From an optimization exercise on the open Yosys and OpenROAD flow, aimed at small area; shortcuts taken in it are not production practice. In this exercise RTL edits were held to simulation tests only and were not proved equivalent to the original. No activity file was given, so power comes from the tool's default toggle rates.

==> flow/design.v (excerpt) <==
module rgbw_led_ctrl (
    input  logic clk,
    input  logic reset,
    input  logic sclk,
    input  logic mosi,
    input  logic cs_n,
    output logic led_red,
    output logic led_green,
    output logic led_blue,
    output logic led_white
);
    logic [7:0] rx_byte;
    logic [7:0] shift_reg;
    logic       byte_done;
    logic [7:0] pwm_cnt;
    logic       wrap;
    logic       take;
    logic [7:0] red;
    logic [7:0] green;
    logic [7:0] blue;
    logic [7:0] white;
    logic [1:0] pend_mode;
    spi_byte_receiver rx_i (
        .clk       (clk),
        .reset     (reset),
        .sclk      (sclk),
        .mosi      (mosi),
        .cs_n      (cs_n),
        .rx_byte   (rx_byte),
        .shift_reg (shift_reg),
        .byte_done (byte_done)
    );
    rgbw_frame_dispenser disp_i (
        .clk       (clk),
        .reset     (reset),
        .rx_byte   (rx_byte),
        .shift_reg (shift_reg),
        .byte_done (byte_done),
        .pwm_cnt   (pwm_cnt),
        .wrap      (wrap),
        .red       (red),
        .green     (green),
        .blue      (blue),
        .white     (white),
        .pend_mode (pend_mode),
        .take      (take)
    );
    rgbw_pwm pwm_i (
        .clk        (clk),
        .reset      (reset),
        .red_duty   (red),
        .green_duty (green),
        .blue_duty  (blue),
  ...
export LEC_CHECK = 0
export ABC_AREA = 1
export CAP_MARGIN = 20
export CORE_MARGIN = 2
export CORE_UTILIZATION = 40
export SLEW_MARGIN = 20
create_clock -name core_clock -period 10.0 [get_ports {clk}]
standard.sh (not shown) runs the stock make flow with config.mk's settings and CLKGATE_MAP_FILE= SYNTH_SCRIPT=/design/flow/synth_recipe.tcl, a recipe that flattens the netlist after the stock synthesis.
==> flow/flow/run.sh <==
#!/bin/bash
# The standard layout (standard.sh, ORFS), with these changes:
#  - synthesis: ABC maps the logic with flow/abc_area.script (ABC_AREA is 1
#    in config.mk), an area-oriented script that repeats dch and map -a; and
#    no full/half-adder extraction (ADDER_MAP_FILE empty), so ABC also maps
#    the adders. Registers are mapped exactly as in the standard synthesis.
#  - clock tree synthesis adds no dummy load cells to balance leaf buffers;
#  - the port buffers are the smallest buffer, sky130_fd_sc_hd__buf_1.
# ORFS's scripts are copied unchanged except for the ABC script.
set -euo pipefail
here=$(pwd)
rm -rf "$here/orfs_scripts"
cp -r "$FLOW_HOME/scripts" "$here/orfs_scripts"
cp "$here/flow/abc_area.script" "$here/orfs_scripts/abc_area.script"
export SCRIPTS_DIR="$here/orfs_scripts"
export ADDER_MAP_FILE=""
export CTS_ARGS="-sink_clustering_enable -repair_clock_nets -dont_use_dummy_load -buf_list sky130_fd_sc_hd__clkbuf_4"
export BUFFER_PORTS_ARGS="-buffer_cell sky130_fd_sc_hd__buf_1"
bash standard.sh finish > standard.log 2>&1
==> flow/flow/abc_area.script <==
strash
dch
map -a
strash
dch
map -a
strash
dch
map -a
strash
dch
map -a
strash
dch
map -a
strash
dch
map -a
strash
dch
map -a
topo
stime -c
dnsize -c
Rerun with:
==> flow/flow/run.sh (replaced) <==
#!/bin/bash
# The standard layout with three changes:
#  - clock tree synthesis adds no dummy load cells to balance leaf buffers;
#  - the port buffers are the smallest buffer, sky130_fd_sc_hd__buf_1;
#  - global route's repair step downsizes gates with slack to spare.
set -euo pipefail
export CTS_ARGS="-sink_clustering_enable -repair_clock_nets -dont_use_dummy_load -buf_list sky130_fd_sc_hd__clkbuf_4"
export BUFFER_PORTS_ARGS="-buffer_cell sky130_fd_sc_hd__buf_1"
export RECOVER_POWER=100
bash standard.sh finish > standard.log 2>&1
- ABC_AREA: 1 -> not set
- CTS_BUF_LIST: not set -> sky130_fd_sc_hd__clkbuf_4
removed: flow/flow/abc_area.script
Effect: The changed run finished but fails on max-capacitance violations, max-slew violations. Global-route usage fell by 0.66 points. Worst hold slack gets better by 0.0089 ns. Sequential power barely changes. Wire length falls by 0.43%. Design area grows by 6.1%.

---

rgbw_led_ctrl again, from the RTL that the note above started with.
export LEC_CHECK = 0
export CAP_MARGIN = 20
export CORE_MARGIN = 2
export CORE_UTILIZATION = 40
export CTS_BUF_LIST = sky130_fd_sc_hd__clkbuf_4
export SLEW_MARGIN = 20
create_clock -name core_clock -period 10.0 [get_ports {clk}]
==> flow/flow/run.sh <==
#!/bin/bash
# The standard layout with two changes:
#  - clock tree synthesis adds no dummy load cells to balance leaf buffers;
#  - the port buffers are the smallest buffer, sky130_fd_sc_hd__buf_1.
set -euo pipefail
export CTS_ARGS="-sink_clustering_enable -repair_clock_nets -dont_use_dummy_load -buf_list sky130_fd_sc_hd__clkbuf_4"
export BUFFER_PORTS_ARGS="-buffer_cell sky130_fd_sc_hd__buf_1"
bash standard.sh finish > standard.log 2>&1
Change:
==> flow/run.sh (new file) <==
#!/bin/bash
# synth_recipe.tcl (not shown) runs the flow's synth.tcl, then flattens the netlist and writes it again
# the make line also repeats each setting of config.mk as NAME=value (left out here)
make -C /OpenROAD-flow-scripts/flow DESIGN_CONFIG=/design/flow/config.mk WORK_HOME=/design/flow/orfs CLKGATE_MAP_FILE= SYNTH_SCRIPT=/design/flow/synth_recipe.tcl finish
removed: flow/flow/run.sh
removed: flow/standard.sh
Cell area rises by 2.8%.
Wire length stays flat.
Worst setup slack degrades by 22 ps.
Flip-flop and latch count does not change.
Power rises by 9.3%.
Die area stays the same.
Global-route usage rises by 0.29 points.
Maximum frequency falls by 0.42%.
Critical path depth stays the same.

what the ideal ports hide:
The results above use ideal ports. As a check the final layouts listed here were re-extracted and re-timed, cells and wires unchanged.
Step 1 (the two cells are an assumption about what drives the block):
set clk [get_ports {clk}]
set_driving_cell -lib_cell sky130_fd_sc_hd__clkbuf_16 $clk
set_driving_cell -lib_cell sky130_fd_sc_hd__buf_2 [delete_from_list [all_inputs] $clk]
Step 2 also shifts input and output timing later by t, the mid clock arrival at the registers, as if the neighbouring blocks saw the same clock.
a / b / c = no drivers / after step 1 / after step 2; a / b = the first two.
| run | shift t [ns] | setup WS [ns] | worst setup path after step 2 | slew at the worst register clock pin (ns) |
|---|---|---|---|---|
| the first run of note 1 | 0.518 | 5.589 / 5.558 / 5.337 | input to register | 0.11 / 0.11 |
| the second run of note 1 | 0.540 | 4.742 / 4.742 / 4.742 | register to register | 0.11 / 0.11 |
| the first run of note 2 | 0.538 | 4.743 / 4.743 / 4.743 | register to register | 0.11 / 0.11 |
| the second run of note 2 | 0.537 | 4.721 / 4.721 / 4.721 | register to register | 0.10 / 0.10 |
The setup slack of the first run of note 1, which loses most, moves by -0.031 ns with the drivers and by -0.252 ns with both steps.
